From an optimization exercise on the open Yosys and OpenROAD flow, aimed at small area; shortcuts taken in it are not production practice.
At most, simulation tests tie the RTL to the original design; equivalence was not proved.
For runs 2, 3, 5 and 6, only the layout was checked, not whether the RTL still works.
No activity file was given, so power comes from the tool's default toggle rates.

==> flow/design.v <==
module memory_system #(
  parameter int         ROM_DEPTH   = 128,
  parameter logic [7:0] RAM_BASE    = 8'h80,
  parameter int         RAM_DEPTH   = 96,
  parameter logic [7:0] OUT_BASE    = 8'hE0,
  parameter logic [7:0] IN_BASE     = 8'hF0,
  parameter int         SYNC_STAGES = 2
) (
  input  logic         Clk,
  input  logic         Reset,
  input  logic [7:0]   address,
  input  logic [7:0]   data_in,
  input  logic         write,
  output logic [7:0]   from_memory,
  input  logic [127:0] port_in,
  output logic [127:0] port_out,
  input  logic         ld_start,
  input  logic         ld_valid,
  input  logic [7:0]   ld_data,
  input  logic         ld_last,
  output logic         ld_ready,
  output logic         ld_done,
  output logic         cpu_hold
);
  localparam int PTR_W  = $clog2(ROM_DEPTH);
  localparam int RAM_AW = $clog2(RAM_DEPTH);
  typedef enum logic [1:0] {
    LD_IDLE,
    LD_LOAD,
    LD_DONE
  } ld_state_t;
  ld_state_t          ld_state, ld_state_next;
  logic [PTR_W-1:0]   ld_ptr;
  logic               rom_wr;
  logic [7:0]         rom [ROM_DEPTH];
  logic [7:0]         ram [RAM_DEPTH];
  logic [127:0]       port_out_q;
  logic [127:0]       sync_q [SYNC_STAGES];
  logic [8:0]         addr_ext;
  logic               is_rom, is_ram, is_out, is_in;
  logic [PTR_W-1:0]   rom_idx;
  logic [RAM_AW-1:0]  ram_idx;
  logic [3:0]         out_idx, in_idx;
  logic [7:0]         rd_data;
  assign port_out = port_out_q;
  always_comb begin
    addr_ext = {1'b0, address};
    is_rom   = addr_ext < 9'(ROM_DEPTH);
    is_ram   = (addr_ext >= {1'b0, RAM_BASE}) &&
               (addr_ext < ({1'b0, RAM_BASE} + 9'(RAM_DEPTH)));
    is_out   = (addr_ext >= {1'b0, OUT_BASE}) &&
               (addr_ext < ({1'b0, OUT_BASE} + 9'd16));
    is_in    = (addr_ext >= {1'b0, IN_BASE}) &&
               (addr_ext < ({1'b0, IN_BASE} + 9'd16));
    rom_idx  = PTR_W'(address);
    ram_idx  = RAM_AW'(address - RAM_BASE);
    out_idx  = 4'(address - OUT_BASE);
    in_idx   = 4'(address - IN_BASE);
  end
  always_comb begin
    rd_data = 8'h00;
    if (is_rom) begin
      rd_data = rom[rom_idx];
    end else if (is_ram) begin
      rd_data = ram[ram_idx];
    end else if (is_out) begin
      rd_data = port_out_q[{out_idx, 3'b000} +: 8];
    end else if (is_in) begin
      rd_data = sync_q[SYNC_STAGES-1][{in_idx, 3'b000} +: 8];
    end
  end
  always_ff @(posedge Clk or negedge Reset) begin
    if (!Reset) begin
      from_memory <= 8'h00;
      port_out_q  <= '0;
      for (int i = 0; i < SYNC_STAGES; i++) begin
        sync_q[i] <= '0;
      end
    end else begin
      from_memory <= rd_data;
      if (write && is_out) begin
        port_out_q[{out_idx, 3'b000} +: 8] <= data_in;
      end
      sync_q[0] <= port_in;
      for (int i = 1; i < SYNC_STAGES; i++) begin
        sync_q[i] <= sync_q[i-1];
      end
    end
  end
  always_ff @(posedge Clk) begin
    if (rom_wr) begin
      rom[ld_ptr] <= ld_data;
    end
    if (write && is_ram) begin
      ram[ram_idx] <= data_in;
    end
  end
  always_ff @(posedge Clk or negedge Reset) begin
    if (!Reset) begin
      ld_state <= LD_IDLE;
      ld_ptr   <= '0;
    end else begin
      ld_state <= ld_state_next;
      if (ld_state == LD_IDLE && ld_start) begin
        ld_ptr <= '0;
      end else if (rom_wr) begin
        ld_ptr <= ld_ptr + 1'b1;
      end
    end
  end
  always_comb begin
    ld_state_next = ld_state;
    ld_ready      = 1'b0;
    ld_done       = 1'b0;
    cpu_hold      = 1'b0;
    rom_wr        = 1'b0;
    case (ld_state)
      LD_IDLE: begin
        if (ld_start) begin
          ld_state_next = LD_LOAD;
        end
      end
      LD_LOAD: begin
        ld_ready = 1'b1;
        cpu_hold = 1'b1;
        if (ld_valid) begin
          rom_wr = 1'b1;
          if (ld_last || ld_ptr == PTR_W'(ROM_DEPTH - 1)) begin
            ld_state_next = LD_DONE;
          end
        end
      end
      LD_DONE: begin
        ld_done       = 1'b1;
        cpu_hold      = 1'b1;
        ld_state_next = LD_IDLE;
      end
      default: begin
        ld_state_next = LD_IDLE;
      end
    endcase
  end
endmodule
==> flow/run.sh <==
#!/bin/bash
# synth_recipe.tcl (not shown) runs the flow's synth.tcl, then flattens the netlist and writes it again
# the make line also repeats each setting of config.mk as NAME=value (left out here)
make -C /OpenROAD-flow-scripts/flow DESIGN_CONFIG=/design/flow/config.mk WORK_HOME=/design/flow/orfs CLKGATE_MAP_FILE= SYNTH_SCRIPT=/design/flow/synth_recipe.tcl finish
==> flow/config.mk <==
export PLATFORM = sky130hd
export DESIGN_NAME = memory_system
export DESIGN_NICKNAME = memory_system
export VERILOG_FILES = /design/flow/design.v
export SDC_FILE = /design/flow/constraint.sdc
export NUM_CORES = 4
export LEC_CHECK = 0
export CAP_MARGIN = 20
export CORE_MARGIN = 2
export CORE_UTILIZATION = 40
export SLEW_MARGIN = 20
==> flow/constraint.sdc <==
create_clock -name core_clock -period 5.0 [get_ports {Clk}]
set_input_delay 1.0000 -clock core_clock [delete_from_list [all_inputs] [get_ports {Clk}]]
set_output_delay 1.0000 -clock core_clock [all_outputs]
set_load 0.01 [all_outputs]
==> run notes, run 1 <==
status=timing/DRC/antenna clean; DRT Pass-1 Iters=8; TritonCTS buffer count=roughly 220; gr usage total=0.268; vias after detailed routing=~52000; Worst slew margin=0.186; Root Buffer=clkbuf_16; DRC Markers=0; Syn-to-layout area delta=18.5%; count leader, synth=edfxtp_1; clock buffer depth=3; CP bufs+invs=3; chip width=between 400 and 500 um; switching share of power=0.232; final net count=about 5700; Max Clock Freq=253 MHz; pwr dens=400 nW/um^2; fillers=17400; num ports=a little under 300; CP arrival=about 4.7 ns; Final GP Congestion=approximately 0.94; core box area=207000 sq um; Reg2Reg Launch Point=ld_state[1]$_DFFE_PN0P_; CP max FO=28; Sequential Power Share=0.513; clock skew=0.0704 ns; antenna violations before repair=17; Skew-Pair Late Insertion Delay=0.90 ns; Int Pwr=roughly 30000 uW; largest net degree at the start of global routing=between 100 and 150; RSZ-0062 raised after global routing=false; r2r setup slk=approximately 1.5 ns; vias in the first global route=~50000; Vias/cell=about 6.2; Placed Cells=between 7000 and 8000; Tcrit/Tclk final=0.792; number of synthesized flops with an enable pin=1792; Slowest-stage cell, CP=a221oi_1; site row count=167; CTS tree=done; Sw Pwr=9150 uW; Synth top area share=0.649; TNS Setup=0 ns; Final setup violation count=0; crit-path cells=buf_8 -> and3b_4 -> buf_4 -> a22o_1 -> a221oi_1 -> buf_4 -> nand4_1 -> a32oi_1 -> o41ai_1 -> or4_1; Syn Area/Cell=about 17 sq um; H-tree levels=4; Resized cells post-CTS=0; number of synthesized register bits=between 2000 and 2500; Reg clk slew, reported paths=0.06 ns; Iter 0 DRT Violations=just under 8000; Worst R2R End=rom[122][4]$_DFFE_PP_; Slew Viols, Final=0; Yosys top cell by area=edfxtp_1; Routed Antenna Nets=0; Crit. End Element=register; Post-Synthesis Cells=approximately 5000; CP peak stage delay=0.76 ns; Yosys cell types=80; P_leak=between 0.03 and 0.04 uW; HP Class=in -> async; number of hold buffers added after cts=0; Tmin final=slightly below 4 ns; Routed WL=approximately 290000 um; Post-synth ARST share=0.183; Starting Density=0.401; synth top area cells=edfxtp_1 (65%), dfrtp_1 (12%), mux2i_1 (2.7%); Top Family by Delay on Critical Path=compound AO/OA/AOI/OAI gates; Die ar.=about 210000 sq um; Max Cap Viol=0; final hold vios=0; worst-margin pin slew=~1.2 ns; dpl hpwl=184000 um; Comb power frac=0.068; Req. time, crit path=around 5.8 ns; # Post-CTS Setup Buffers=0; yosys synthesis warning count=2; critical path type=in -> reg; Clock Power Share=0.419; ys flop type=edfxtp_1; clk sinks=about 2200; reg2reg path depth=6; non-filler cells, final=8402; total congestion overflow=0; Post-synth top cells=edfxtp_1 (1792), dfrtp_1 (401), nor2_1 (360), a22oi_1 (249), mux2i_1 (222); first-pass GRT wire length=399000 um; port bufs=slightly below 300; WL per Instance=approximately 34 um; Seq/Total Area, Yosys=0.770; crit-path most repeated cell=buf_4; CP Launch Type=primary input; VDD IR max=around 0.32 mV; share of cells above drive strength 1=0.165; Synth Cell Area=approximately 83000 sq um; Die Ht=459 um
-- flip-flops by register name (all words and copies together) (netlist names) --
register,flops
rom,1024
ld_ptr,7
port_out_q,128
from_memory,8
ld_state,2
ram,768
sync_q,256
-- logic make-up (layout without fill, tap and decap cells) --
kind of cell / count (synthesis) / count (layout) / synth area share
muxes: 420 / 420 / 0.0582
AOI/OAI and AO/OA: 1226 / 1226 / 0.110
and+or+nand+nor: 759 / 759 / 0.0415
buffers and inverters: 361 / 1069 / 0.0184
other: 0 / 13 / 0
adders and majority gates: 10 / 10 / 0.00151
xor gates and xnor gates: 8 / 8 / 0.000845
DFF: 2193 / 2193 / 0.770
-- cell usage in the layout (no fill, tap or decap), types with 45 or more instances in the layout --
| cell | synthesis | routed |
|---|---|---|
| a21oi_1 | 204 | 204 |
| a221o_1 | 50 | 50 |
| a221oi_1 | 167 | 167 |
| a22o_1 | 98 | 98 |
| a22oi_1 | 249 | 249 |
| a31oi_1 | 56 | 56 |
| buf_4 | 10 | 331 |
| clkbuf_1 | 196 | 48 |
| clkbuf_16 | 0 | 217 |
| clkdlybuf4s50_1 | 0 | 274 |
| clkinv_1 | 3 | 46 |
| dfrtp_1 | 401 | 401 |
| edfxtp_1 | 1792 | 1792 |
| mux2_2 | 164 | 164 |
| mux2i_1 | 222 | 222 |
| nand2_1 | 179 | 179 |
| nor2_1 | 360 | 357 |
| o211ai_1 | 45 | 45 |
| o21ai_0 | 119 | 118 |
| o2bb2ai_1 | 54 | 54 |
-- worst max path at each step --
stage / from / endpoint / slack, ns / cells past startpoint
after floorplan: address[0] / port_out_q[100]$_DFFE_PN0P_ / 0.25 / 14
after global placement: address[1] / from_memory[0]$_DFF_PN0_ / 0.27 / 10
after detailed placement: address[1] / from_memory[0]$_DFF_PN0_ / 0.26 / 10
after CTS: address[1] / from_memory[0]$_DFF_PN0_ / 1.22 / 10
after global routing: address[1] / from_memory[0]$_DFF_PN0_ / 1.07 / 10
final: address[1] / from_memory[0]$_DFF_PN0_ / 1.04 / 10
-- power by group through the flow --
stage	Sequential (uW)	Clock (uW)	Combinational, uW
after global routing	20200	17300	2780
after CTS	20200	16600	2650
after detailed placement	20500	0	2640
final	20200	16500	2680
after global placement	20500	0	2620
after floorplan	20500	0	1060
-- metal layers --
layer	routed length [um]	up-vias	track usage
met5	65	-	0
li1	-	21000	-
met4	13900	10	0.119
met1	111000	26900	0.362
met2	132000	3508	0.416
met3	31200	639	0.0597
-- per-stage QoR --
step	instance area [sq um]	hold WS (ns)	utilization	total power, uW	setup slack (ns)
CTS	98200	0.146	0.475	39400	1.22
floorplan	82900	0.331	-	21500	0.249
global placement	91000	0.333	0.440	23200	0.275
global route	98300	0.179	0.475	40300	1.07
detailed placement	91000	0.335	0.440	23200	0.263
finish	98300	0.120	0.476	39300	1.04
-- cell type report --
type / count / area [sq um] / share of cell area
Clock buffer: 280 / 5820 / 0.0592
Sequential cell: 2193 / 63800 / 0.650
Multi-Input combinational cell: 2423 / 17700 / 0.180
Clock inverter: 126 / 1390 / 0.0141
Inverter: 12 / 51.3 / 0.000522
Antenna cell: 13 / 32.5 / 0.000331
Tap cell: 2704 / 3380 / 0.0344
Timing Repair Buffer: 651 / 6090 / 0.0620
==> inputs of run 2 (changes only) <==
==> flow/design.v (replaced) <==
module memory_system (
  input  logic         Clk,
  input  logic         Reset,
  input  logic [7:0]   address,
  input  logic [7:0]   data_in,
  input  logic         write,
  output logic [7:0]   from_memory,
  input  logic [127:0] port_in,
  output logic [127:0] port_out,
  input  logic         ld_start,
  input  logic         ld_valid,
  input  logic [7:0]   ld_data,
  input  logic         ld_last,
  output logic         ld_ready,
  output logic         ld_done,
  output logic         cpu_hold
);
  logic [7:0]   rom [128];
  logic [7:0]   ram [96];
  logic [127:0] port_out_q;
  logic [127:0] sync0, sync1;
  logic [1:0]   sync_ok;
  logic         s_load, s_done;
  logic [6:0]   ld_ptr;
  logic         rom_wr;
  assign port_out = port_out_q;
  assign ld_ready = s_load;
  assign ld_done  = s_done;
  assign cpu_hold = s_load | s_done;
  assign rom_wr   = s_load & ld_valid;
  logic [7:0] bytes [256];
  always_comb begin
    for (int i = 0; i < 128; i++) bytes[i]       = rom[i];
    for (int i = 0; i < 96; i++)  bytes[128 + i] = ram[i];
    for (int i = 0; i < 16; i++)  bytes[224 + i] = port_out_q[8*i +: 8];
    for (int i = 0; i < 16; i++)  bytes[240 + i] = sync1[8*i +: 8] & {8{sync_ok[1]}};
  end
  logic [7:0] rd_data;
  logic [15:0] lo_sel, hi_sel;
  logic [7:0] grp [16];
  always_comb begin
    for (int i = 0; i < 16; i++) begin
      lo_sel[i] = address[3:0] == 4'(i);
      hi_sel[i] = address[7:4] == 4'(i);
    end
    rd_data = 8'h00;
    for (int g = 0; g < 16; g++) begin
      grp[g] = 8'h00;
      for (int i = 0; i < 16; i++) grp[g] = grp[g] | (bytes[16*g + i] & {8{lo_sel[i]}});
      rd_data = rd_data | (grp[g] & {8{hi_sel[g]}});
    end
  end
  always_ff @(posedge Clk or negedge Reset) begin
    if (!Reset) begin
      from_memory <= 8'h00;
      port_out_q  <= '0;
      sync_ok     <= 2'b00;
      s_load      <= 1'b0;
      s_done      <= 1'b0;
    end else begin
      from_memory <= rd_data;
      for (int i = 0; i < 16; i++) begin
        if (write && address == 8'(224 + i)) port_out_q[8*i +: 8] <= data_in;
      end
      sync_ok <= {sync_ok[0], 1'b1};
      s_load  <= s_load ? !(ld_valid && (ld_last || ld_ptr == 7'd127)) : (!s_done && ld_start);
      s_done  <= s_load && ld_valid && (ld_last || ld_ptr == 7'd127);
    end
  end
  always_ff @(posedge Clk) begin
    sync0 <= port_in;
    sync1 <= sync0;
    ld_ptr <= s_load ? ld_ptr + 7'(ld_valid) : 7'd0;
    for (int i = 0; i < 128; i++) begin
      if (rom_wr && ld_ptr == 7'(i)) rom[i] <= ld_data;
    end
    for (int i = 0; i < 96; i++) begin
      if (write && address == 8'(128 + i)) ram[i] <= data_in;
    end
  end
endmodule
--- a/flow/config.mk
+++ b/flow/config.mk
@@ -10,2 +10,3 @@
 export CORE_UTILIZATION = 40
+export CTS_BUF_LIST = sky130_fd_sc_hd__clkbuf_4
 export SLEW_MARGIN = 20
==> run 2 against run 1 <==
Sequential power hardly changed; core utilization is 1.4 points higher; largest cell class unchanged; routed wire length is 10% higher; via count is 6.7% higher; highest routed layer unchanged; critical path type unchanged; hold slack better by 0.0058 ns.
==> run notes, run 2 <==
worst-case hold slack=0.126 ns (+0.00577 ns); DRC Markers=0 (unchanged); Largest regs=rom (1024), ram (768); Syn-to-layout area delta=21.6%; CTS tree=done; Req. time, crit path=6.19 ns (+0.43 ns); final net count=5961 (+5.2%); number of synthesized register bits=2195 (+0.091%); Post-synth top cells=edfxtp_1 (1792), a22oi_1 (571), nor2_1 (269), dfxtp_1 (263), mux2_2 (206); Yosys top cell by area=edfxtp_1; Tmin final=3.86 ns (-0.0951 ns); clock buffer depth=4 (+1); Routed Antenna Nets=0 (unchanged); dpl hpwl=204000 um (+11%); WL per Instance=35.9 um (+4.8%); compound-cell area share of the yosys netlist=0.118 (+0.00861); ys flop type=edfxtp_1; TritonCTS buffer count=580 (+170%); DRT Pass-1 Iters=6 (-2); largest net degree at the start of global routing=90 (-28%); placed inst area=88500 sq um (-2.7%); port bufs=296 (unchanged); Die Ht=449 um (-2.1%); crit-path cells=buf_6 -> buf_4 -> nor2_2 -> buf_4 -> a22o_1 -> a222oi_1 -> and3_1 -> a31oi_1 -> a221oi_1 -> nand4_1; most common cell after layout, fill and taps aside=edfxtp_1; Slew Viols, Final=0 (unchanged); Tcrit/Tclk final=0.773 (-0.0190); Synth Area in Simple Gates=0.0417 (+0.000157); max FFs per register=1024 (unchanged); P_leak=0.0332 uW (-0.25%); Max Clock Freq=259 MHz (+2.5%); Adder-Cell Fraction of Synth Area=0.000315 (-0.00119); Vias/cell=6.29 (+1.4%); Reg2Reg Launch Point=port_out_q[102]$_DFFE_PN0P_; number of synthesized flops with an enable pin=1792 (unchanged); CP arrival=5.06 ns (+0.34 ns); TNS Setup=0 ns (unchanged); total power draw=37900 uW (-3.6%); Synth top area share=0.678 (+0.0290); commonest cells after routing, fill and taps aside=edfxtp_1 (1792), clkbuf_4 (848), a22oi_1 (571), buf_4 (470), clkdlybuf4s50_1 (275); Post-Synthesis Cells=4640 (-6.8%); hold depth=1; r2r setup slk=1.67 ns (+0.21 ns); pwr dens=393 nW/um^2 (-1.8%); share of cells above drive strength 1=0.268 (+0.104); crit-path most repeated cell=buf_4; Final setup violation count=0 (unchanged); clk sinks=2195 (+0.091%); gr usage total=0.306 (+0.0381); vias after detailed routing=55600 (+6.7%); Yosys cell types=83 (+3.8%); Root Buffer=clkbuf_4; total congestion overflow=0 (unchanged); Crit. End Element=register; mux share of post-synthesis cell area=0.0334 (-0.0248); CP peak stage delay=0.72 ns (-0.04 ns); final hold vios=0 (unchanged); Die ar.=202000 sq um (-4.2%); num ports=297 (unchanged); critical path type=in -> reg; final instance area=96500 sq um (-1.8%); Max Cap Viol=0 (unchanged); HP Class=in -> reg; Syn Area/Cell=17.1 sq um (+2.7%); Seq/Total Area, Yosys=0.788 (+0.0185); CP Launch Type=primary input; Synth Cell Area=79400 sq um (-4.3%); Hold Startpoint=port_in[119]; hold endpoint=sync0[119]$_DFF_P_; first-pass GRT wire length=429000 um (+7.7%); Routed WL=318000 um (+10%); Starting Density=0.403 (+0.00119); Iter 0 DRT Violations=10200 (+29%); RSZ-0062 raised after global routing=false; Post-synth ARST share=0.0638 (-0.119); antenna violations before repair=31 (+14); status=timing/DRC/antenna clean; Worst slew margin=0.171 (-0.0155); reg2reg path depth=7 (+1); Worst R2R End=from_memory[6]$_DFF_PN0_; largest reg by FF count=rom; Slowest-stage cell, CP=a222oi_1; Reg clk slew, reported paths=0.07 ns (about the same); post-synthesis xor/xnor area fraction=0.000552 (-0.000293); worst-margin pin slew=1.24 ns (+0.0306 ns); H-tree levels=6 (+2); chip width=449 um (-2.1%); largest family of logic cells by synthesized area=compound AO/OA/AOI/OAI gates; yosys synthesis warning count=5 (+3); Skew-Pair Late Insertion Delay=1.42 ns (+0.52 ns); # Post-CTS Setup Buffers=0 (unchanged); vias in the first global route=52800 (+6.0%); synth top area cells=edfxtp_1 (68%), dfxtp_1 (6.6%), a22oi_1 (5.4%); count leader, synth=edfxtp_1; Final GP Congestion=0.974 (+4.1%); core box area=197000 sq um (-4.6%); CP max FO=34 (+21%); VDD IR max=0.273 mV (-14%); site row count=163 (-2.4%); clock skew=0.132 ns (+0.0614 ns)
-- run 2: cell count changes in the layout (fill, tap and decap cells not counted), sizes merged, moves of 54 or more --
cell,before,now
clkbuf,280,848
a22oi,249,572
dfxtp,0,263
dfrtp,401,140
mux2i,222,26
a21oi,204,30
buf,377,506
dlygate4sd3,0,95
nor2,360,270
a221oi,167,89
a222oi,25,98
o2bb2ai,54,0
-- run 2: per-layer routing --
layer  vias up  track usage  part of all wire
li1      21600            -                 -
met1     27800        0.405              0.36
met2      5214        0.442              0.43
met3       870        0.103              0.15
met4        24        0.169             0.059
met5         -      0.00331           0.00074
-- run 2: logic make-up after synthesis --
kind of cell,count (synthesis)
buf+inv,302
simple gates,698
xor+xnor,5
mux,237
flops,2195
compound gates,1200
fa+ha+maj,2
other cells,1
-- run 2: area by class of cell --
| cell class | instances | area (sq um) |
|---|---|---|
| Sequential cell | 2195 | 62600 |
| Tap cell | 2640 | 3300 |
| Clock buffer | 848 | 6370 |
| Clock inverter | 111 | 578 |
| Inverter | 5 | 18.8 |
| Antenna cell | 20 | 50.0 |
| Fill cell | 17000 | 101000 |
| Multi-Input combinational cell | 2143 | 15700 |
| Timing Repair Buffer | 876 | 7920 |
-- run 2: where the power goes --
group / switching, uW / leakage [uW] / internal [uW]
Clock: 7380 / 0.00420 / 7970
Combinational: 1630 / 0.00874 / 756
Sequential: 204 / 0.0202 / 20000
Total: 9220 / 0.0332 / 28700
-- run 2: worst max-delay path by stage --
stage / startpoint / to / slack (ns)
2_1_floorplan: address[1] / ram[24][0]$_DFFE_PP_ / 1.59
3_3_place_gp: address[2] / from_memory[5]$_DFF_PN0_ / 0.06
3_5_place_dp: address[2] / from_memory[5]$_DFF_PN0_ / 0.06
4_1_cts: s_load$_DFF_PN0_ / cpu_hold / 1.21
5_1_grt: s_load$_DFF_PN0_ / cpu_hold / 1.17
6_report: address[2] / from_memory[5]$_DFF_PN0_ / 1.14
-- run 2: what timing repair did --
action,in CTS,in global routing
endpoints found under the hold margin,181,0
resized for setup,0,0
hold buffers,95,0
-- run 2: critical path: cells and delay by family --
family / cells / cell delay, ns
compound gates: 4 / 1.80
buf+inv: 3 / 1.17
simple gates: 3 / 0.97
-- run 2: per-stage QoR --
stage,worst slack (ns),util,std cells
3_3_place_gp,0.0597,0.449,7763
6_report,1.14,0.489,8838
5_1_grt,1.17,0.489,8826
2_1_floorplan,1.59,-,4640
3_5_place_dp,0.0618,0.449,7763
4_1_cts,1.21,0.489,8817
==> inputs of run 3 (changes only) <==
--- a/flow/config.mk
+++ b/flow/config.mk
@@ -10,3 +10,3 @@
 export CORE_UTILIZATION = 40
-export CTS_BUF_LIST = sky130_fd_sc_hd__clkbuf_4
+export CTS_BUF_LIST = sky130_fd_sc_hd__clkbuf_8
 export SLEW_MARGIN = 20
==> run 3 against run 2 <==
Total power fell by 0.95%; sequential share of layout area increased by 0.78 points; core utilization shrank 0.58 points; via count is 3.5% lower; fmax shrank 5.2%; cell area is 1.2% lower; largest cell class unchanged; largest power group unchanged; highest routed layer unchanged.
==> run notes, run 3 <==
number of hold buffers added after cts=0 (-100%); commonest cells after routing, fill and taps aside=edfxtp_1 (1792), a22oi_1 (571), buf_4 (470), clkbuf_8 (403), clkdlybuf4s50_1 (275); number of synthesized register bits=2195 (unchanged); max FFs per register=1024 (unchanged); CP peak stage delay=0.72 ns (about the same); fillers=16800 (-0.84%); Synth Cell Area=79400 sq um (unchanged); CP max FO=35 (+2.9%); final net count=5648 (-5.3%); Die ar.=202000 sq um (unchanged); RSZ-0062 raised after global routing=false; Slew Viols, Final=0 (unchanged); final hold vios=0 (unchanged); share of cells above drive strength 1=0.212 (-0.0564); Worst slew margin=0.136 (-0.0349); Vias/cell=6.37 (+1.3%); VDD IR max=0.291 mV (+6.4%); Final GP Congestion=0.974 (unchanged); total power draw=37600 uW (-0.95%); pre-CTS setup slack=0.0618 ns (unchanged); yosys synthesis warning count=5 (unchanged); count leader, synth=edfxtp_1; CP arrival=4.94 ns (-0.12 ns); non-filler cells, final=8417 (-4.8%); TNS Setup=0 ns (unchanged); number of synthesized flops with an enable pin=1792 (unchanged); TritonCTS buffer count=362 (-38%); Iter 0 DRT Violations=9936 (-2.6%); Req. time, crit path=5.87 ns (-0.32 ns); clock buffer depth=4 (unchanged); clock skew=0.0817 ns (-0.0500 ns); Die Ht=449 um (unchanged); largest reg by FF count=rom; crit-path cells=buf_6 -> buf_4 -> nor2_2 -> buf_4 -> a22o_1 -> a222oi_1 -> and3_1 -> a31oi_1 -> a221oi_1 -> nand4_1; Resized cells post-CTS=0 (unchanged); Post-synth ARST share=0.0638 (unchanged); ys flop type=edfxtp_1; first-pass GRT wire length=423000 um (-1.4%); most common cell after layout, fill and taps aside=edfxtp_1; Adder-Cell Fraction of Synth Area=0.000315 (unchanged); HP Class=in -> async; Yosys top cell by area=edfxtp_1; antenna violations before repair=30 (-3.2%); Routed WL=314000 um (-1.0%); Max Cap Viol=0 (unchanged); port bufs=296 (unchanged); Final setup violation count=0 (unchanged); dpl hpwl=204000 um (unchanged); Largest regs=rom (1024), ram (768); Syn Area/Cell=17.1 sq um (unchanged); vias after detailed routing=53600 (-3.5%); setup ws final=0.927 ns (-0.210 ns); post-synthesis xor/xnor area fraction=0.000552 (unchanged); DRC Markers=0 (unchanged); Crit. End Element=register; critical path type=in -> reg; total congestion overflow=0 (unchanged); Synth top area share=0.678 (unchanged); largest net degree at the start of global routing=90 (unchanged); Starting Density=0.403 (unchanged); Syn-to-layout area delta=20.1%; crit-path most repeated cell=buf_4; site row count=163 (unchanged); status=timing/DRC/antenna clean; clk sinks=2195 (unchanged); Reg clk slew, reported paths=0.06 ns (about the same); core box area=197000 sq um (unchanged); worst-margin pin slew=1.29 ns (+0.0521 ns); Synth Area in Simple Gates=0.0417 (unchanged); Post-synth top cells=edfxtp_1 (1792), a22oi_1 (571), nor2_1 (269), dfxtp_1 (263), mux2_2 (206); largest family of logic cells by synthesized area=compound AO/OA/AOI/OAI gates; chip width=449 um (unchanged); final instance area=95400 sq um (-1.2%); placed inst area=88500 sq um (unchanged); Slowest-stage cell, CP=a222oi_1; gr usage total=0.302 (-0.00361); Root Buffer=clkbuf_8; vias in the first global route=50400 (-4.5%); P_leak=0.0325 uW (-1.9%); Tmin final=4.07 ns (+0.210 ns); Routed Antenna Nets=0 (unchanged); Tcrit/Tclk final=0.815 (+0.0420); H-tree levels=5 (-1); num ports=297 (unchanged); Skew-Pair Late Insertion Delay=1.09 ns (-0.33 ns); Yosys cell types=83 (unchanged); synth top area cells=edfxtp_1 (68%), dfxtp_1 (6.6%), a22oi_1 (5.4%); pwr dens=394 nW/um^2 (+0.24%); CP Launch Type=primary input; Max Clock Freq=246 MHz (-5.2%); DRT Pass-1 Iters=10 (+4); Placed Cells=7763 (unchanged); Post-Synthesis Cells=4640 (unchanged); CTS tree=done; WL per Instance=37.3 um (+3.9%); Seq/Total Area, Yosys=0.788 (unchanged); # Post-CTS Setup Buffers=0 (unchanged); mux share of post-synthesis cell area=0.0334 (unchanged); compound-cell area share of the yosys netlist=0.118 (unchanged)
[run 3: layer usage]
layer	up-vias	track usage	wire [um]
met4	16	0.159	18400
met3	866	0.0951	46300
li1	20700	-	-
met1	27100	0.405	114000
met5	-	0.00331	176
met2	4901	0.439	135000
[run 3: worst paths after layout]
check | start | end | slack (ns) | cells past startpoint
worst min-delay path | Reset | port_out_q[23]$_DFFE_PN0P_ | 0.02 | 1
worst max register to register | port_out_q[110]$_DFFE_PN0P_ | from_memory[6]$_DFF_PN0_ | 1.62 | 7
worst max-delay path | address[2] | from_memory[5]$_DFF_PN0_ | 0.93 | 10
worst min register to register | sync0[81]$_DFF_P_ | sync1[81]$_DFF_P_ | 0.30 | 0
min in group core_clock | sync0[81]$_DFF_P_ | sync1[81]$_DFF_P_ | 0.30 | 0
max in group asynchronous | Reset | from_memory[5]$_DFF_PN0_ | 3.90 | 2
[run 3: through the flow]
step	hold slack (ns)	util
2_1_floorplan	0.310	-
3_3_place_gp	0.313	0.449
3_5_place_dp	0.312	0.449
4_1_cts	0.00205	0.483
5_1_grt	0.0353	0.483
6_report	0.0155	0.484
[run 3: critical path, delay by kind of cell]
kind | cells | cell delay [ns]
AND/OR/NAND/NOR | 3 | 0.94
AO/OA/AOI/OAI | 4 | 1.71
buffers and inverters | 3 | 1.18
[run 3: logic make-up (layout without fill, tap and decap cells)]
| group | count (synthesis) | after routing |
|---|---|---|
| other cells | 1 | 23 |
| buf+inv | 302 | 1417 |
| xor+xnor | 5 | 5 |
| flops | 2195 | 2195 |
| compound gates | 1200 | 1200 |
| mux | 237 | 237 |
| fa+ha+maj | 2 | 2 |
| simple gates | 698 | 698 |
[run 3: final cells by class]
| class | count | area, sq um | share of cell area |
|---|---|---|---|
| timing repair buffer | 781 | 6970 | 0.0730 |
| tap | 2640 | 3300 | 0.0346 |
| clock inverter | 228 | 1200 | 0.0126 |
| inverter | 5 | 18.8 | 0.000197 |
| multi-input combinational | 2143 | 15700 | 0.165 |
| clock buffer | 403 | 5550 | 0.0582 |
| sequential | 2195 | 62600 | 0.656 |
| antenna | 22 | 55.1 | 0.000577 |
[run 3: where the power goes]
part	internal (uW)	switching (uW)	total (uW)
logic	708	1620	2320
registers	20000	206	20200
clock network	7900	7140	15000
total	28600	8960	37600
==> inputs of run 4 (changes only) <==
--- a/flow/design.v
+++ b/flow/design.v
@@ -35,7 +35,7 @@
     for (int i = 0; i < 16; i++)  bytes[224 + i] = port_out_q[8*i +: 8];
-    for (int i = 0; i < 16; i++)  bytes[240 + i] = sync1[8*i +: 8] & {8{sync_ok[1]}};
+    for (int i = 0; i < 16; i++)  bytes[240 + i] = sync1[8*i +: 8];
   end
-  logic [7:0] rd_data;
+  logic [7:0]  rd_data;
   logic [15:0] lo_sel, hi_sel;
-  logic [7:0] grp [16];
+  logic [7:0]  grp [16];
   always_comb begin
@@ -45,2 +45,3 @@
     end
+    hi_sel[15] = hi_sel[15] & sync_ok[1];
     rd_data = 8'h00;
@@ -62,3 +63,3 @@
       for (int i = 0; i < 16; i++) begin
-        if (write && address == 8'(224 + i)) port_out_q[8*i +: 8] <= data_in;
+        if (write && hi_sel[14] && lo_sel[i]) port_out_q[8*i +: 8] <= data_in;
       end
@@ -77,3 +78,3 @@
     for (int i = 0; i < 96; i++) begin
-      if (write && address == 8'(128 + i)) ram[i] <= data_in;
+      if (write && hi_sel[8 + i/16] && lo_sel[i%16]) ram[i] <= data_in;
     end
==> flow/flow/run.sh (new file) <==
#!/bin/bash
# Own layout flow: the standard ORFS flow with smaller port buffers and a
# leaner clock tree (larger sink clusters, no dummy loads). Synthesis is the
# standard one, unchanged.
set -euo pipefail
CTS="-sink_clustering_enable -repair_clock_nets -dont_use_dummy_load"
CTS="$CTS -sink_clustering_size 16 -sink_clustering_max_diameter 60"
CTS="$CTS -buf_list sky130_fd_sc_hd__clkbuf_8"
bash standard.sh \
  "BUFFER_PORTS_ARGS=-buffer_cell sky130_fd_sc_hd__buf_1" \
  "CTS_ARGS=$CTS" \
  finish > standard_flow.log 2>&1
==> flow/standard.sh (new file) <==
#!/bin/bash
# synth_recipe.tcl (not shown) runs the flow's synth.tcl, then flattens the netlist and writes it again
# the make line also repeats each setting of config.mk as NAME=value (left out here)
make -C /OpenROAD-flow-scripts/flow DESIGN_CONFIG=/design/flow/config.mk WORK_HOME=/design/flow/orfs CLKGATE_MAP_FILE= SYNTH_SCRIPT=/design/flow/synth_recipe.tcl "${@:-finish}"
--- a/flow/config.mk
+++ b/flow/config.mk
@@ -10,3 +10,2 @@
 export CORE_UTILIZATION = 40
-export CTS_BUF_LIST = sky130_fd_sc_hd__clkbuf_8
 export SLEW_MARGIN = 20
removed: flow/run.sh
==> run 4 against run 3 <==
Cell area is 9.3% lower; sequential share of layout area is 6.8 points higher; count of clock-buffer cells in the layout is 237 lower; worst setup slack better by 0.058 ns; still clean on timing, DRC and antenna; fmax is 1.5% higher; routed wire length is 25% lower; combinational power is 28% lower; highest routed layer unchanged; largest power group unchanged.
==> run notes, run 4 <==
final core occ=0.444 (-0.0396); first-pass GRT wire length=328000 um (-23%); Req. time, crit path=5.75 ns (-0.12 ns); fillers=16900 (+0.48%); placed inst area=84200 sq um (-4.9%); Routed Antenna Nets=0 (unchanged); met3 WL=22200 um (-52%); chip width=447 um (-0.64%); met1 WL=93200 um (-18%); Yosys top cell by area=edfxtp_1; share of cells above drive strength 1=0.139 (-0.0730); clock buffer depth=3 (-1); num ports=297 (unchanged); crit-path cells=clkbuf_4 -> and3b_2 -> buf_4 -> a22oi_1 -> nand4_1 -> o21ai_0 -> o311ai_0 -> buf_4 -> a2111oi_1 -> nand4_1; yosys synthesis warning count=5 (unchanged); Tmin final=4.01 ns (-0.0583 ns); Yosys cell types=62 (-25%); Die ar.=199000 sq um (-1.3%); site row count=162 (-0.61%); final net count=5134 (-9.1%); VDD IR max=0.264 mV (-9.3%); Seq/Total Area, Yosys=0.799 (+0.0103); antenna violations before repair=9 (-70%); Synth top area share=0.687 (+0.00882); Max Used Layer=met5; Max Cap Viol=0 (unchanged); most common cell after layout, fill and taps aside=edfxtp_1; HP Class=in -> reg; synth top area cells=edfxtp_1 (69%), a22oi_1 (6.9%), dfxtp_1 (6.7%); port bufs=296 (unchanged); Top Family by Delay on Critical Path=compound AO/OA/AOI/OAI gates; gr usage total=0.230 (-0.0728); CP Launch Type=primary input; largest reg by FF count=rom; Syn Area/Cell=17.3 sq um (+1.2%); clock skew=0.129 ns (+0.0471 ns); CP bufs+invs=3 (unchanged); largest net degree at the start of global routing=125 (+39%); CTS tree=done; Worst slew margin=0.200 (+0.0641); Slew Viols, Final=0 (unchanged); Final setup violation count=0 (unchanged); Vias/cell=6.02 (-5.5%); RSZ-0062 raised after global routing=false; worst-margin pin slew=1.19 ns (-0.0996 ns); Post-synth top cells=edfxtp_1 (1792), a22oi_1 (718), nor2_1 (276), dfxtp_1 (263), mux2_2 (181); Die Ht=447 um (-0.64%); WL met2=111000 um (-18%); DRC Markers=0 (unchanged); Largest regs=rom (1024), ram (768); count leader, synth=edfxtp_1; Crit. End Element=register; clk sinks=2195 (unchanged); number of synthesized register bits=2195 (unchanged); Skew-Pair Late Insertion Delay=0.98 ns (-0.11 ns); Final GP Congestion=0.882 (-9.4%); vias in the first global route=43700 (-13%); Syn-to-layout area delta=10.3%; # Post-CTS Setup Buffers=0 (unchanged); Post-Synthesis Cells=4526 (-2.5%); Reg clk slew, reported paths=0.10 ns (+0.04 ns); Starting Density=0.402 (about the same); final instance area=86500 sq um (-9.3%); Iter 0 DRT Violations=6454 (-35%); CP arrival=4.77 ns (-0.17 ns); core box area=195000 sq um (-1.2%); Synth Cell Area=78400 sq um (-1.3%); Max Clock Freq=249 MHz (+1.5%); pwr dens=349 nW/um^2 (-11%); CP peak stage delay=0.84 ns (+0.12 ns); TNS Setup=0 ns (unchanged); Routed WL=234000 um (-25%); WL per Instance=30.8 um (-17%); P_leak=0.0275 uW (-15%); DRT Pass-1 Iters=8 (-2); status=timing/DRC/antenna clean; Tcrit/Tclk final=0.803 (-0.0117); dpl hpwl=153000 um (-25%); H-tree levels=4 (-1); critical path type=in -> reg; number of synthesized flops with an enable pin=1792 (unchanged); vias after detailed routing=45800 (-15%); final hold vios=0 (unchanged); max FFs per register=1024 (unchanged); commonest cells after routing, fill and taps aside=edfxtp_1 (1792), a22oi_1 (718), nor2_1 (275), buf_1 (275), dfxtp_1 (263); CP max FO=35 (unchanged); total congestion overflow=0 (unchanged); Post-synth ARST share=0.0638 (unchanged); worst-case hold slack=0.117 ns (+0.101 ns); Slowest-stage cell, CP=a2111oi_1; ys flop type=edfxtp_1; TritonCTS buffer count=166 (-54%); Root Buffer=clkbuf_8
==> run 4: path summary, 6_finish.rpt <==
| path | startpoint | end | slack [ns] | cells after the start |
|---|---|---|---|---|
| setup / recovery | address[1] | from_memory[2]$_DFF_PN0_ | 0.99 | 10 |
| hold / removal | port_in[71] | sync0[71]$_DFF_P_ | 0.12 | 1 |
| setup reg to reg | s_load$_DFF_PN0_ | rom[113][0]$_DFFE_PP_ | 1.78 | 4 |
| hold reg to reg | sync0[38]$_DFF_P_ | sync1[38]$_DFF_P_ | 0.26 | 0 |
| max in group asynchronous | Reset | port_out_q[16]$_DFFE_PN0P_ | 3.26 | 3 |
| min in group asynchronous | Reset | from_memory[7]$_DFF_PN0_ | 0.60 | 2 |
==> run 4: final cells by class <==
class	instances	area, sq um	share of cell area
inverters	3	11.3	0.000130
well taps	2624	3280	0.0380
multi-input cells	2036	14700	0.170
diodes	6	15.0	0.000174
clock buffers	166	2280	0.0264
repair buffers	572	3580	0.0414
flip-flops and latches	2195	62600	0.724
==> run 4: kinds of logic after synthesis <==
| group | synth area share |
|---|---|
| mux | 0.0316 |
| simple gates | 0.0417 |
| buf+inv | 0.0162 |
| fa+ha+maj | 0.000319 |
| flops | 0.799 |
| xor+xnor | 0.000447 |
| other cells | 0.0000479 |
| compound gates | 0.111 |
==> run 4: what timing repair did <==
item	4_1_cts	5_1_grt
hold buffers	1	0
endpoints found under the setup margin	0	0
resized for setup	0	0
hold endpoints to repair	4	0
==> run 4: worst reg2reg max path, cell delays in order, from the launching register on <==
cell and delay [ns]:
dfrtp_1 0.64, nand2_1 0.25, nor3_1 0.45, nand2_1 0.69
nor2_1 0.87
==> run 4: power breakdown <==
group          switching, uW  total [uW]  leakage (uW)  internal [uW]
clock                   5410        8380       0.00119           2970
combinational           1230        1680       0.00611            450
sequential               146       20100        0.0202          20000
==> run 4: metrics by stage <==
| stage | total power (uW) | std cells | setup slack [ns] |
|---|---|---|---|
| detailed placement | 22200 | 7429 | 0.171 |
| finish | 30200 | 7602 | 0.985 |
| floorplan | 21100 | 4526 | 2.03 |
| CTS | 30300 | 7596 | 1.18 |
| global placement | 22200 | 7427 | -0.365 |
| global route | 31000 | 7601 | 0.986 |
==> run 4: per-layer routing <==
layer	vias up	global-route usage
met5	-	0
met2	2539	0.368
li1	19200	-
met4	2	0.0708
met1	23700	0.319
met3	349	0.0405
==> inputs of run 5 (changes only) <==
--- a/flow/design.v
+++ b/flow/design.v
@@ -53,2 +53,29 @@
   end
+  logic [127:0] rom_en, rom_en_n;
+  logic [95:0]  ram_en, ram_en_n;
+  logic [15:0]  out_en, out_en_n;
+  always_comb begin
+    for (int i = 0; i < 128; i++) begin
+      rom_en[i]   = rom_wr && ld_ptr == 7'(i);
+      rom_en_n[i] = !rom_en[i];
+    end
+    for (int i = 0; i < 96; i++) begin
+      ram_en[i]   = write && hi_sel[8 + i/16] && lo_sel[i%16];
+      ram_en_n[i] = !ram_en[i];
+    end
+    for (int i = 0; i < 16; i++) begin
+      out_en[i]   = write && hi_sel[14] && lo_sel[i];
+      out_en_n[i] = !out_en[i];
+    end
+  end
+  for (genvar i = 0; i < 128; i++) begin : g_rom
+    memsys_byte u_b (.Clk(Clk), .d(ld_data), .en(rom_en[i]), .en_n(rom_en_n[i]), .q(rom[i]));
+  end
+  for (genvar i = 0; i < 96; i++) begin : g_ram
+    memsys_byte u_b (.Clk(Clk), .d(data_in), .en(ram_en[i]), .en_n(ram_en_n[i]), .q(ram[i]));
+  end
+  for (genvar i = 0; i < 16; i++) begin : g_out
+    memsys_byte_r u_b (.Clk(Clk), .Reset(Reset), .d(data_in), .en(out_en[i]), .en_n(out_en_n[i]),
+                       .q(port_out_q[8*i +: 8]));
+  end
   always_ff @(posedge Clk or negedge Reset) begin
@@ -56,3 +83,2 @@
       from_memory <= 8'h00;
-      port_out_q  <= '0;
       sync_ok     <= 2'b00;
@@ -62,5 +88,2 @@
       from_memory <= rd_data;
-      for (int i = 0; i < 16; i++) begin
-        if (write && hi_sel[14] && lo_sel[i]) port_out_q[8*i +: 8] <= data_in;
-      end
       sync_ok <= {sync_ok[0], 1'b1};
@@ -74,9 +97,27 @@
     ld_ptr <= s_load ? ld_ptr + 7'(ld_valid) : 7'd0;
-    for (int i = 0; i < 128; i++) begin
-      if (rom_wr && ld_ptr == 7'(i)) rom[i] <= ld_data;
-    end
-    for (int i = 0; i < 96; i++) begin
-      if (write && hi_sel[8 + i/16] && lo_sel[i%16]) ram[i] <= data_in;
-    end
   end
 endmodule
+module memsys_byte (
+  input  logic       Clk,
+  input  logic [7:0] d,
+  input  logic       en,
+  input  logic       en_n,
+  output logic [7:0] q
+);
+  always_ff @(posedge Clk) begin
+    q <= (q & {8{en_n}}) | (d & {8{en}});
+  end
+endmodule
+module memsys_byte_r (
+  input  logic       Clk,
+  input  logic       Reset,
+  input  logic [7:0] d,
+  input  logic       en,
+  input  logic       en_n,
+  output logic [7:0] q
+);
+  always_ff @(posedge Clk or negedge Reset) begin
+    if (!Reset) q <= 8'h00;
+    else        q <= (q & {8{en_n}}) | (d & {8{en}});
+  end
+endmodule
--- a/flow/config.mk
+++ b/flow/config.mk
@@ -11 +11,2 @@
 export SLEW_MARGIN = 20
+export SYNTH_HIERARCHICAL = 1
==> run 5 against run 4 <==
Clock skew grew 0.015 ns; count of clock-buffer cells in the layout is the same; first-iteration DRC count grew 14%; total power shrank 2.8%; register-to-register slack is essentially flat; routed wire length grew 19%; core utilization shrank 2.2 points; worst setup slack lost 0.36 ns; final cell count grew 26%; fmax shrank 8.2%; critical path depth is the same; synthesized area grew 3.0%; critical path type unchanged; critical endpoint unchanged; largest cell class unchanged; largest power group unchanged.
==> run notes, run 5 <==
Seq/Total Area, Yosys=0.553 (-0.246); count leader, synth=dfxtp_1; TNS Setup=0 ns (unchanged); Placed Cells=9390 (+26%); Req. time, crit path=5.84 ns (+0.09 ns); first-pass GRT wire length=407000 um (+24%); Synth top area share=0.510 (-0.177); Syn Area/Cell=11.5 sq um (-34%); share of cells above drive strength 1=0.0699 (-0.0689); final core occ=0.421 (-0.0224); Critical Path Sink=from_memory[2]$_DFF_PN0_; synth top area cells=dfxtp_1 (51%), a22o_1 (21%), a22oi_1 (6.7%); worst-margin pin slew=1.19 ns (-0.00550 ns); final hold vios=0 (unchanged); vias after detailed routing=61800 (+35%); largest net degree at the start of global routing=129 (+3.2%); P_leak=0.0334 uW (+21%); Routed Antenna Nets=0 (unchanged); Tmin final=4.37 ns (+0.359 ns); CP max FO=23 (-34%); number of synthesized flops with an enable pin=0 (-100%); Skew-Pair Late Insertion Delay=1.00 ns (+0.02 ns); VDD IR max=0.324 mV (+23%); commonest cells after routing, fill and taps aside=dfxtp_1 (2055), a22o_1 (1975), a22oi_1 (718), nand2_1 (308), buf_1 (275); clock skew=0.144 ns (+0.0153 ns); CTS tree=done; critical path type=in -> reg; CP arrival=5.21 ns (+0.44 ns); antenna violations before repair=19 (+10); clock buffer depth=3 (unchanged); reg2reg path depth=8 (+4); Worst R2R End=from_memory[2]$_DFF_PN0_; Vias/cell=6.46 (+7.4%); Crit. End Element=register; ys flop type=dfxtp_1; Yosys top cell by area=dfxtp_1; pwr dens=348 nW/um^2 (-0.28%); core box area=200000 sq um (+2.7%); clk sinks=2195 (unchanged); Multi-input gate area=30100 sq um (+100%); dpl hpwl=185000 um (+21%); total congestion overflow=0 (unchanged); final net count=7062 (+38%); yosys synthesis warning count=15 (+10); crit path launch=address[0]; RSZ-0062 raised after global routing=false; Root Buffer=clkbuf_8; Post-Synthesis Cells=7032 (+55%); Die Ht=453 um (+1.5%); H-tree levels=4 (unchanged); number of hold buffers added after cts=0 (-1); Reg clk slew, reported paths=0.10 ns (about the same); Reg2Reg Launch Point=g_rom[54].u_b.q[2]$_DFF_P_; largest reg by FF count=g_rom.u_b.q; most common cell after layout, fill and taps aside=dfxtp_1; worst-case hold slack=0.104 ns (-0.0128 ns); vias in the first global route=59100 (+35%); r2r setup slk=1.78 ns (about the same); Post-synth ARST share=0.0638 (unchanged); Yosys cell types=64 (+3.2%); non-filler cells, final=9562 (+26%); Max Cap Viol=0 (unchanged); Resized cells post-CTS=0 (unchanged); DRC Markers=0 (unchanged); Routed WL=279000 um (+19%); TritonCTS buffer count=166 (unchanged); pre-CTS setup slack=-0.297 ns (-0.469 ns); FF/Latch Area=44600 sq um (-29%); # Post-CTS Setup Buffers=0 (unchanged); gr usage total=0.261 (+0.0316); Max Clock Freq=229 MHz (-8.2%); WL per Instance=29.2 um (-5.3%); Syn-to-layout area delta=4.47%; Worst slew margin=0.210 (+0.00978); CP Launch Type=primary input; Largest regs=g_rom.u_b.q (1024), g_ram.u_b.q (768); Final GP Congestion=0.919 (+4.1%); number of synthesized register bits=2195 (unchanged); Die ar.=205000 sq um (+3.0%); Starting Density=0.403 (+0.00116); Final setup violation count=0 (unchanged); status=timing/DRC/antenna clean; Post-synth top cells=dfxtp_1 (2055), a22o_1 (1975), a22oi_1 (718), buf_2 (350), nand2_1 (309); num ports=297 (unchanged); Slew Viols, Final=0 (unchanged); Tcrit/Tclk final=0.875 (+0.0718); max FFs per register=1024 (unchanged); fillers=18900 (+12%); setup ws final=0.626 ns (-0.359 ns); site row count=164 (+1.2%); port bufs=296 (unchanged); Synth Cell Area=80700 sq um (+3.0%); Iter 0 DRT Violations=7380 (+14%); chip width=453 um (+1.5%); DRT Pass-1 Iters=7 (-1); HP Class=in -> reg
[run 5: cell count changes in the layout (fill, tap and decap cells not counted), sizes merged, moves of 128 or more]
cell / delta
a22o: +1920
dfxtp: +1792
edfxtp: -1792
inv: +240
nor2: -211
nand2: +189
mux2: -128
[run 5: worst min path at each step]
stage                        from                  to  cells after the start
3_3_place_gp    sync0[78]$_DFF_P_   sync1[78]$_DFF_P_                      0
2_1_floorplan    sync0[0]$_DFF_P_    sync1[0]$_DFF_P_                      0
6_report              port_in[25]   sync0[25]$_DFF_P_                      1
3_5_place_dp   sync0[105]$_DFF_P_  sync1[105]$_DFF_P_                      0
5_1_grt               port_in[12]   sync0[12]$_DFF_P_                      1
4_1_cts               port_in[25]   sync0[25]$_DFF_P_                      1
[run 5: logic make-up (layout without fill, tap and decap cells)]
kind of cell | Yosys count | count (layout) | synth area share
AO/OA/AOI/OAI | 3055 | 3055 | 0.316
XOR/XNOR | 5 | 5 | 0.000543
adder cells (fa/ha/maj) | 2 | 2 | 0.000310
buffers and inverters | 1027 | 895 | 0.0772
flip-flops | 2195 | 2195 | 0.553
multiplexers | 79 | 79 | 0.0128
other | 1 | 7 | 0.0000465
AND/OR/NAND/NOR | 668 | 668 | 0.0401
[run 5: worst max-delay path, cell delays in order]
cell and delay, ns:
clkbuf_2 0.70, and3b_2 0.53, buf_4 0.39, a22oi_1 0.34
nand4_1 0.15, o21ai_1 0.59, nand2_1 0.21, a2111oi_0 0.92
buf_4 0.24, nand4_1 0.07
[run 5: metrics by stage]
stage | area, sq um | total power [uW]
2_1_floorplan | 80700 | 20000
3_3_place_gp | 82000 | 21100
3_5_place_dp | 82000 | 21100
4_1_cts | 84300 | 29400
5_1_grt | 84300 | 30200
6_report | 84300 | 29300
[run 5: power breakdown]
| part | switching [uW] | total (uW) | leakage, uW | internal [uW] |
|---|---|---|---|---|
| clock | 5610 | 8580 | 0.00119 | 2970 |
| combinational | 1250 | 2060 | 0.0135 | 807 |
| sequential | 480 | 18700 | 0.0186 | 18200 |
[run 5: modules after synthesis (local to each module, per instance)]
module	times used	cells
memsys_byte	224	18
memory_system	1	2712
memsys_byte_r	16	18
[run 5: final cells by class]
| cell class | count | share of cell area |
|---|---|---|
| flip-flops and latches | 2195 | 0.529 |
| multi-input cells | 3810 | 0.357 |
| well taps | 2656 | 0.0394 |
| repair buffers | 486 | 0.0365 |
| clock buffers | 166 | 0.0271 |
| inverters | 243 | 0.0108 |
| diodes | 6 | 0.000178 |
[run 5: routing by layer]
layer | vias to the layer above | global-route usage | wire (um)
met5 | - | 0 | 100
met2 | 3303 | 0.391 | 121000
met4 | 14 | 0.111 | 12300
li1 | 26800 | - | -
met1 | 31100 | 0.367 | 120000
met3 | 557 | 0.0489 | 24900
==> inputs of run 6 (changes only) <==
==> flow/flow/run.sh (replaced) <==
#!/bin/bash
# Own layout flow: the standard ORFS flow (standard synthesis unchanged) with
# smaller port buffers, a leaner clock tree (larger sink clusters, no dummy
# loads), Yosys/ABC buffers removed at floorplan, and wirelength-driven global
# placement, leaving buffering to repair_design.
set -euo pipefail
CTS="-sink_clustering_enable -repair_clock_nets -dont_use_dummy_load"
CTS="$CTS -sink_clustering_size 16 -sink_clustering_max_diameter 60"
CTS="$CTS -buf_list sky130_fd_sc_hd__clkbuf_8"
bash standard.sh \
  "BUFFER_PORTS_ARGS=-buffer_cell sky130_fd_sc_hd__buf_1" \
  "CTS_ARGS=$CTS" \
  REMOVE_ABC_BUFFERS=1 GPL_TIMING_DRIVEN=0 MATCH_CELL_FOOTPRINT=0 \
  finish > standard_flow.log 2>&1
==> run 6 against run 5 <==
Sequential cell count did not move; critical endpoint is now from_memory[3]$_DFF_PN0_; still clean; final cell count rose by 0.66%; register-to-register slack got worse by 0.22 ns; highest routed layer unchanged; synthesized area did not move; routed wire length fell by 3.7%; non-clock buffer count rose by 62; global-route usage fell by 1.0 points.
==> run notes, run 6 <==
fillers=18700 (-1.1%); VDD IR max=0.319 mV (-1.4%); total power draw=29400 uW (+0.19%); Routed Antenna Nets=0 (unchanged); Syn-to-layout area delta=6.72%; Die ar.=205000 sq um (unchanged); Comb power frac=0.074 (+0.004); Int Pwr=22100 uW (+0.54%); WL per Instance=27.9 um (-4.3%); CP peak stage delay=0.90 ns (-0.02 ns); Slew Viols, Final=0 (unchanged); Synth top area share=0.510 (unchanged); first-pass GRT wire length=394000 um (-3.2%); Reg clk slew, reported paths=0.10 ns (about the same); HP Class=in -> reg; Reg2Reg Launch Point=s_load$_DFF_PN0_; Top Family by Delay on Critical Path=buffers and inverters; Worst R2R End=g_rom[112].u_b.q[1]$_DFF_P_; Post-Synthesis Cells=7032 (unchanged); Yosys cell types=64 (unchanged); CTS tree=done; Crit. End Element=register; Resized cells post-CTS=0 (unchanged); port bufs=296 (unchanged); Routed WL=269000 um (-3.7%); WP depth=16 (+6); switching share of power=0.248 (-0.00263); gr usage total=0.251 (-0.0100); CP Launch Type=primary input; Vias/cell=6.35 (-1.7%); pwr dens=341 nW/um^2 (-1.9%); Tcrit/Tclk final=0.903 (+0.0280); TritonCTS buffer count=167 (+0.60%); Clock Power Share=0.292 (about the same); ys flop type=dfxtp_1; Post-synth ARST share=0.0638 (unchanged); Seq/Total Area, Yosys=0.553 (unchanged); Post-synth top cells=dfxtp_1 (2055), a22o_1 (1975), a22oi_1 (718), buf_2 (350), nand2_1 (309); core box area=200000 sq um (unchanged); yosys synthesis warning count=15 (unchanged); CP arrival=5.34 ns (+0.13 ns); Worst slew margin=0.182 (-0.0273); Final GP Congestion=0.847 (-7.8%); max FFs per register=1024 (unchanged); DRT Pass-1 Iters=9 (+2); CP bufs+invs=9 (+6); Sequential Power Share=0.634 (-0.003); largest reg by FF count=g_rom.u_b.q; most common cell after layout, fill and taps aside=dfxtp_1; Yosys top cell by area=dfxtp_1; Final setup violation count=0 (unchanged); Slowest-stage cell, CP=a2111oi_1; Iter 0 DRT Violations=7274 (-1.4%); crit-path most repeated cell=buf_6; count leader, synth=dfxtp_1; FF/Latch Area=44600 sq um (unchanged); Multi-input gate area=30200 sq um (+0.36%); Syn Area/Cell=11.5 sq um (unchanged); commonest cells after routing, fill and taps aside=dfxtp_1 (2055), a22o_1 (1975), a22oi_1 (718), nand2_1 (307), buf_1 (275); H-tree levels=4 (unchanged); RSZ-0062 raised after global routing=false; r2r setup slk=1.56 ns (-0.22 ns); Skew-Pair Late Insertion Delay=0.98 ns (-0.02 ns); Synth Cell Area=80700 sq um (unchanged); total congestion overflow=0 (unchanged); final hold vios=0 (unchanged); reg2reg path depth=6 (-2); Root Buffer=clkbuf_8; placed inst area=83800 sq um (+2.1%); Die Ht=453 um (unchanged); crit-path cells=clkbuf_4 -> buf_16 -> nor4bb_4 -> buf_6 -> buf_6 -> buf_6 -> buf_6 -> buf_6 -> clkbuf_8 -> buf_8 -> a22oi_1 -> nand4_1 -> nor3_1 -> o311ai_1 -> a2111oi_1 -> nand4_1; dpl hpwl=185000 um (+0.42%); final instance area=86100 sq um (+2.2%); clock skew=0.121 ns (-0.0227 ns); P_leak=0.0341 uW (+2.3%); largest net degree at the start of global routing=54 (-58%); Tmin final=4.51 ns (+0.140 ns); crit path launch=address[3]; Max Clock Freq=222 MHz (-3.1%); TNS Setup=0 ns (unchanged); status=timing/DRC/antenna clean; synth top area cells=dfxtp_1 (51%), a22o_1 (21%), a22oi_1 (6.7%); Req. time, crit path=5.82 ns (-0.02 ns); chip width=453 um (unchanged); Largest regs=g_rom.u_b.q (1024), g_ram.u_b.q (768); clk sinks=2195 (unchanged); share of cells above drive strength 1=0.0801 (+0.0103); vias after detailed routing=61200 (-1.0%); Critical Path Sink=from_memory[3]$_DFF_PN0_; worst-margin pin slew=1.23 ns (+0.0409 ns); Starting Density=0.403 (unchanged); final net count=7125 (+0.89%); antenna violations before repair=12 (-7); DRC Markers=0 (unchanged); CP max FO=45 (+96%); site row count=164 (unchanged); num ports=297 (unchanged); number of synthesized register bits=2195 (unchanged); Max Cap Viol=0 (unchanged); vias in the first global route=58000 (-2.0%); clock buffer depth=3 (unchanged); Sw Pwr=7280 uW (-0.87%); number of synthesized flops with an enable pin=0 (unchanged); critical path type=in -> reg
==> run 6: per-layer routing <==
layer	vias to the layer above	GRT usage	routed length, um
li1	26900	-	-
met5	-	0	31
met4	4	0.104	11600
met1	30900	0.350	116000
met2	2807	0.384	120000
met3	532	0.0420	21500
==> run 6: power groups by stage <==
stage,Sequential [uW],Combinational [uW],Clock (uW)
after floorplan,18900,933,0
after global placement,19000,1890,0
after detailed placement,19000,2140,0
after CTS,18600,2150,8710
after global routing,18700,2280,9320
final,18600,2180,8570
==> run 6: how the worst min path moves through the flow <==
stage	start	endpoint	slack, ns	cells past startpoint
finish	port_in[99]	sync0[99]$_DFF_P_	0.10	1
global route	port_in[99]	sync0[99]$_DFF_P_	0.05	1
CTS	port_in[99]	sync0[99]$_DFF_P_	0.001	1
detailed placement	sync0[103]$_DFF_P_	sync1[103]$_DFF_P_	0.31	0
global placement	sync0[127]$_DFF_P_	sync1[127]$_DFF_P_	0.31	0
floorplan	sync0[0]$_DFF_P_	sync1[0]$_DFF_P_	0.31	0
==> run 6: cell families after synthesis <==
| kind of cell | after synthesis | synth area share |
|---|---|---|
| compound gates | 3055 | 0.316 |
| flops | 2195 | 0.553 |
| buf+inv | 1027 | 0.0772 |
| simple gates | 668 | 0.0401 |
| mux | 79 | 0.0128 |
| xor+xnor | 5 | 0.000543 |
| fa+ha+maj | 2 | 0.000310 |
| other cells | 1 | 0.0000465 |
==> run 6: area by class of cell <==
cell class | instances | area share
Timing Repair Buffer | 548 | 0.0554
Inverter | 243 | 0.0106
Multi-Input combinational cell | 3810 | 0.350
Tap cell | 2656 | 0.0386
Sequential cell | 2195 | 0.518
Clock buffer | 167 | 0.0267
Antenna cell | 6 | 0.000174
==> run 6: timing repair <==
item	CTS	global route
endpoints found under the hold margin	13	0
hold buffers	6	0
setup endpoints to repair	0	0
buffers inserted	0	0
==> run 6: stage by stage <==
| stage | hold WS [ns] | cells | worst slack [ns] | util |
|---|---|---|---|---|
| 6_report | 0.103 | 9625 | 0.486 | 0.431 |
| 5_1_grt | 0.0534 | 9623 | 0.489 | 0.431 |
| 4_1_cts | 0.00145 | 9619 | 0.595 | 0.430 |
| 3_5_place_dp | 0.312 | 9446 | -0.457 | 0.419 |
| 3_3_place_gp | 0.311 | 9200 | -34.88 | 0.399 |
| 2_1_floorplan | 0.310 | 6248 | -8.07 | - |
==> run 6: modules after synthesis, one instance, submodules excluded <==
module / times used / cells / flip-flops and latches / cell area, sq um
memory_system: 1 / 2712 / 275 / 20900
memsys_byte_r: 16 / 18 / 8 / 287
memsys_byte: 224 / 18 / 8 / 246
==> inputs of run 7 (changes only) <==
--- a/flow/design.v
+++ b/flow/design.v
@@ -38,4 +38,3 @@
   logic [7:0]  rd_data;
-  logic [15:0] lo_sel, hi_sel;
-  logic [7:0]  grp [16];
+  logic [15:0] lo_sel, hi_sel, hi_sel_n;
   always_comb begin
@@ -46,8 +45,14 @@
     hi_sel[15] = hi_sel[15] & sync_ok[1];
-    rd_data = 8'h00;
-    for (int g = 0; g < 16; g++) begin
-      grp[g] = 8'h00;
-      for (int i = 0; i < 16; i++) grp[g] = grp[g] | (bytes[16*g + i] & {8{lo_sel[i]}});
-      rd_data = rd_data | (grp[g] & {8{hi_sel[g]}});
+    hi_sel_n   = ~hi_sel;
+  end
+  logic [15:0] grp_n [8];
+  for (genvar b = 0; b < 8; b++) begin : g_rdbit
+    for (genvar g = 0; g < 16; g++) begin : g_rdgrp
+      logic [15:0] d;
+      for (genvar i = 0; i < 16; i++) begin : g_d
+        assign d[i] = bytes[16*g + i][b];
+      end
+      memsys_rdgroup u_g (.sel(lo_sel), .d(d), .hsel_n(hi_sel_n[g]), .y_n(grp_n[b][g]));
     end
+    assign rd_data[b] = ~&grp_n[b];
   end
@@ -123 +128,21 @@
 endmodule
+module memsys_rdgroup (
+  input  logic [15:0] sel,
+  input  logic [15:0] d,
+  input  logic        hsel_n,
+  output logic        y_n
+);
+  logic [5:0] t_n;
+  for (genvar k = 0; k < 5; k++) begin : g_aoi
+    memsys_aoi222 u_a (.a(sel[3*k +: 3]), .b(d[3*k +: 3]), .y(t_n[k]));
+  end
+  assign t_n[5] = ~(sel[15] & d[15]);
+  assign y_n    = ~(~&t_n & ~hsel_n);
+endmodule
+module memsys_aoi222 (
+  input  logic [2:0] a,
+  input  logic [2:0] b,
+  output logic       y
+);
+  assign y = ~((a[0] & b[0]) | (a[1] & b[1]) | (a[2] & b[2]));
+endmodule
==> flow/flow/run.sh (replaced) <==
#!/bin/bash
# Own layout flow: the standard ORFS flow with smaller port buffers and a
# leaner clock tree (larger sink clusters, no dummy loads). Synthesis is the
# standard one, unchanged.
set -euo pipefail
CTS="-sink_clustering_enable -repair_clock_nets -dont_use_dummy_load"
CTS="$CTS -sink_clustering_size 16 -sink_clustering_max_diameter 60"
CTS="$CTS -buf_list sky130_fd_sc_hd__clkbuf_8"
bash standard.sh \
  "BUFFER_PORTS_ARGS=-buffer_cell sky130_fd_sc_hd__buf_1" \
  "CTS_ARGS=$CTS" \
  MATCH_CELL_FOOTPRINT=0 \
  finish > standard_flow.log 2>&1
==> run 7 against run 6 <==
Still clean; sequential power about the same; total power is 0.57% lower; register-to-register slack gained 0.03 ns; count of clock-buffer cells in the layout rose by 3; synthesized area fell by 3.8%; critical path depth fell by 5; fmax increased by 15%; synthesized cell count decreased by 9.5%; via count fell by 0.56%; die area is 3.8% lower; non-clock buffer count fell by 97; first-iteration DRC count is 35% higher; critical path type unchanged; largest cell class unchanged.
==> run notes, run 7 <==
Int Pwr=22000 uW (-0.56%); total power draw=29200 uW (-0.57%); Iter 0 DRT Violations=9810 (+35%); RSZ-0062 raised after global routing=false; vias in the first global route=57000 (-1.6%); Routed WL=283000 um (+5.3%); worst-margin pin slew=1.22 ns (-0.0113 ns); # Post-CTS Setup Buffers=0 (unchanged); GRT busiest layer=met2; Worst slew margin=0.190 (+0.00755); Crit. End Element=register; Yosys cell types=50 (-22%); number of synthesized register bits=2195 (unchanged); VDD IR max=0.268 mV (-16%); Final GP Congestion=0.911 (+7.6%); non-filler cells, final=8991 (-6.6%); Post-synth ARST share=0.0638 (unchanged); FF/Latch Area=44600 sq um (unchanged); site row count=161 (-1.8%); commonest cells after routing, fill and taps aside=dfxtp_1 (2055), a22o_1 (1920), a222oi_1 (640), nand2_1 (413), buf_1 (279); Starting Density=0.403 (-0.000738); total congestion overflow=0 (unchanged); largest reg by FF count=g_rom.u_b.q; Routed Antenna Nets=0 (unchanged); Max Cap Viol=0 (unchanged); first-pass GRT wire length=406000 um (+3.2%); Die Ht=445 um (-1.9%); Resized cells post-CTS=0 (unchanged); P_leak=0.0290 uW (-15%); Sw Pwr=7240 uW (-0.60%); Multi-input gate area=28800 sq um (-4.6%); port bufs=296 (unchanged); M2 GR Usage=0.428 (+0.0432); number of hold buffers added after cts=0 (-6); Synth Cell Area=77600 sq um (-3.8%); gr usage total=0.273 (+0.0215); critical path type=in -> reg; Synth top area share=0.530 (+0.0202); met1 global-route usage=0.364 (+0.0146); status=timing/DRC/antenna clean; Die ar.=198000 sq um (-3.8%); Sequential Power Share=0.639 (+0.005); WL per Instance=31.5 um (+13%); Slew Viols, Final=0 (unchanged); core box area=193000 sq um (-3.6%); r2r setup slk=1.59 ns (+0.03 ns); CP max FO=72 (+60%); HP Class=in -> reg; met3 Resource Use GR=0.0502 (+0.00819); clock skew=0.152 ns (+0.0308 ns); Post-synth top cells=dfxtp_1 (2055), a22o_1 (1920), a222oi_1 (640), nand2_1 (413), buf_2 (268); antenna violations before repair=19 (+7); pwr dens=357 nW/um^2 (+4.8%); dpl hpwl=186000 um (+0.26%); setup ws final=1.08 ns (+0.591 ns); Syn-to-layout area delta=5.31%; final hold vios=0 (unchanged); Req. time, crit path=5.83 ns (about the same); count leader, synth=dfxtp_1; DRT Pass-1 Iters=13 (+4); final net count=6614 (-7.2%); pre-CTS setup slack=0.238 ns (+0.695 ns); largest net degree at the start of global routing=129 (+140%); H-tree levels=4 (unchanged); Comb power frac=0.065 (-0.009); num ports=297 (unchanged); Seq/Total Area, Yosys=0.575 (+0.0220); most common cell after layout, fill and taps aside=dfxtp_1; placed inst area=79400 sq um (-5.2%); CTS tree=done; TritonCTS buffer count=170 (+1.8%)
## run 7: cell types whose count changed in the layout (fill, tap and decap cells not counted), moves of 106 or more
cell	previous run	this run
a222oi_1	88	640
a22oi_1	718	0
a41o_1	0	128
and3_1	20	130
inv_1	243	2
nand2_1	307	413
nor2_1	49	256
## run 7: layout make-up
cell class / instances / share of cell area
clock buffers: 170 / 0.0286
diodes: 13 / 0.000398
flip-flops and latches: 2195 / 0.546
inverters: 18 / 0.00153
repair buffers: 451 / 0.0327
multi-input cells: 3618 / 0.352
well taps: 2526 / 0.0387
## run 7: final timing paths
path / startpoint / to / depth (start not counted)
setup / recovery: address[1] / from_memory[0]$_DFF_PN0_ / 11
hold / removal: port_in[102] / sync0[102]$_DFF_P_ / 1
setup reg to reg: ld_ptr[5]$_SDFF_PN0_ / g_rom[127].u_b.q[0]$_DFF_P_ / 4
hold reg to reg: sync0[1]$_DFF_P_ / sync1[1]$_DFF_P_ / 0
max in group asynchronous: Reset / g_out[15].u_b.q[1]$_DFF_PN0_ / 2
min in group asynchronous: Reset / g_out[8].u_b.q[5]$_DFF_PN0_ / 1
## run 7: cells by family after synthesis
kind of cell | synth area share
adder cells (fa/ha/maj) | 0.000322
flip-flops | 0.575
AO/OA/AOI/OAI | 0.316
AND/OR/NAND/NOR | 0.0533
XOR/XNOR | 0.000339
other | 0.0000483
buffers and inverters | 0.0546
## run 7: metrics by stage
step | util | TNS [ns]
after detailed placement | 0.412 | 0
after global placement | 0.412 | -0.330
after CTS | 0.424 | 0
final | 0.424 | 0
after global routing | 0.424 | 0
after floorplan | - | 0
## run 7: power groups by stage
stage                     Clock, uW  Combinational [uW]  Sequential [uW]
after floorplan                   0                 951            18900
after global placement            0                1830            19000
after detailed placement          0                1860            19100
after CTS                      8780                1860            18700
after global routing           9380                1970            18800
final                          8660                1890            18700
## run 7: critical path: stages
cell,delay [ns]
buf_1,0.39
nor2b_1,0.20
nand2_1,0.18
clkinvlp_4,0.21
buf_4,0.26
buf_4,0.40
a222oi_1,0.52
and3_1,0.26
a41o_1,0.28
nand4_1,0.40
or4_1,0.53
## run 7: per-module statistics from Yosys (local to each module, per instance)
module          copies in the design  flops+latches
memory_system                      1            275
memsys_aoi222                    640              0
memsys_byte                      224              8
memsys_byte_r                     16              8
memsys_rdgroup                   128              0
## run 7: metal layers
| layer | part of all wire | routed length [um] |
|---|---|---|
| met1 | 0.41 | 115000 |
| met2 | 0.45 | 128000 |
| met3 | 0.089 | 25200 |
| met4 | 0.052 | 14800 |
| met5 | 0.00018 | 52 |

Setup slack of run 7, layout unchanged: 1.077 ns with ideal ports, 1.123 ns with driving cells assumed (clock clkbuf_16, inputs buf_2), 0.096 ns with port delays also shifted by the 1.028 ns mid clock arrival.
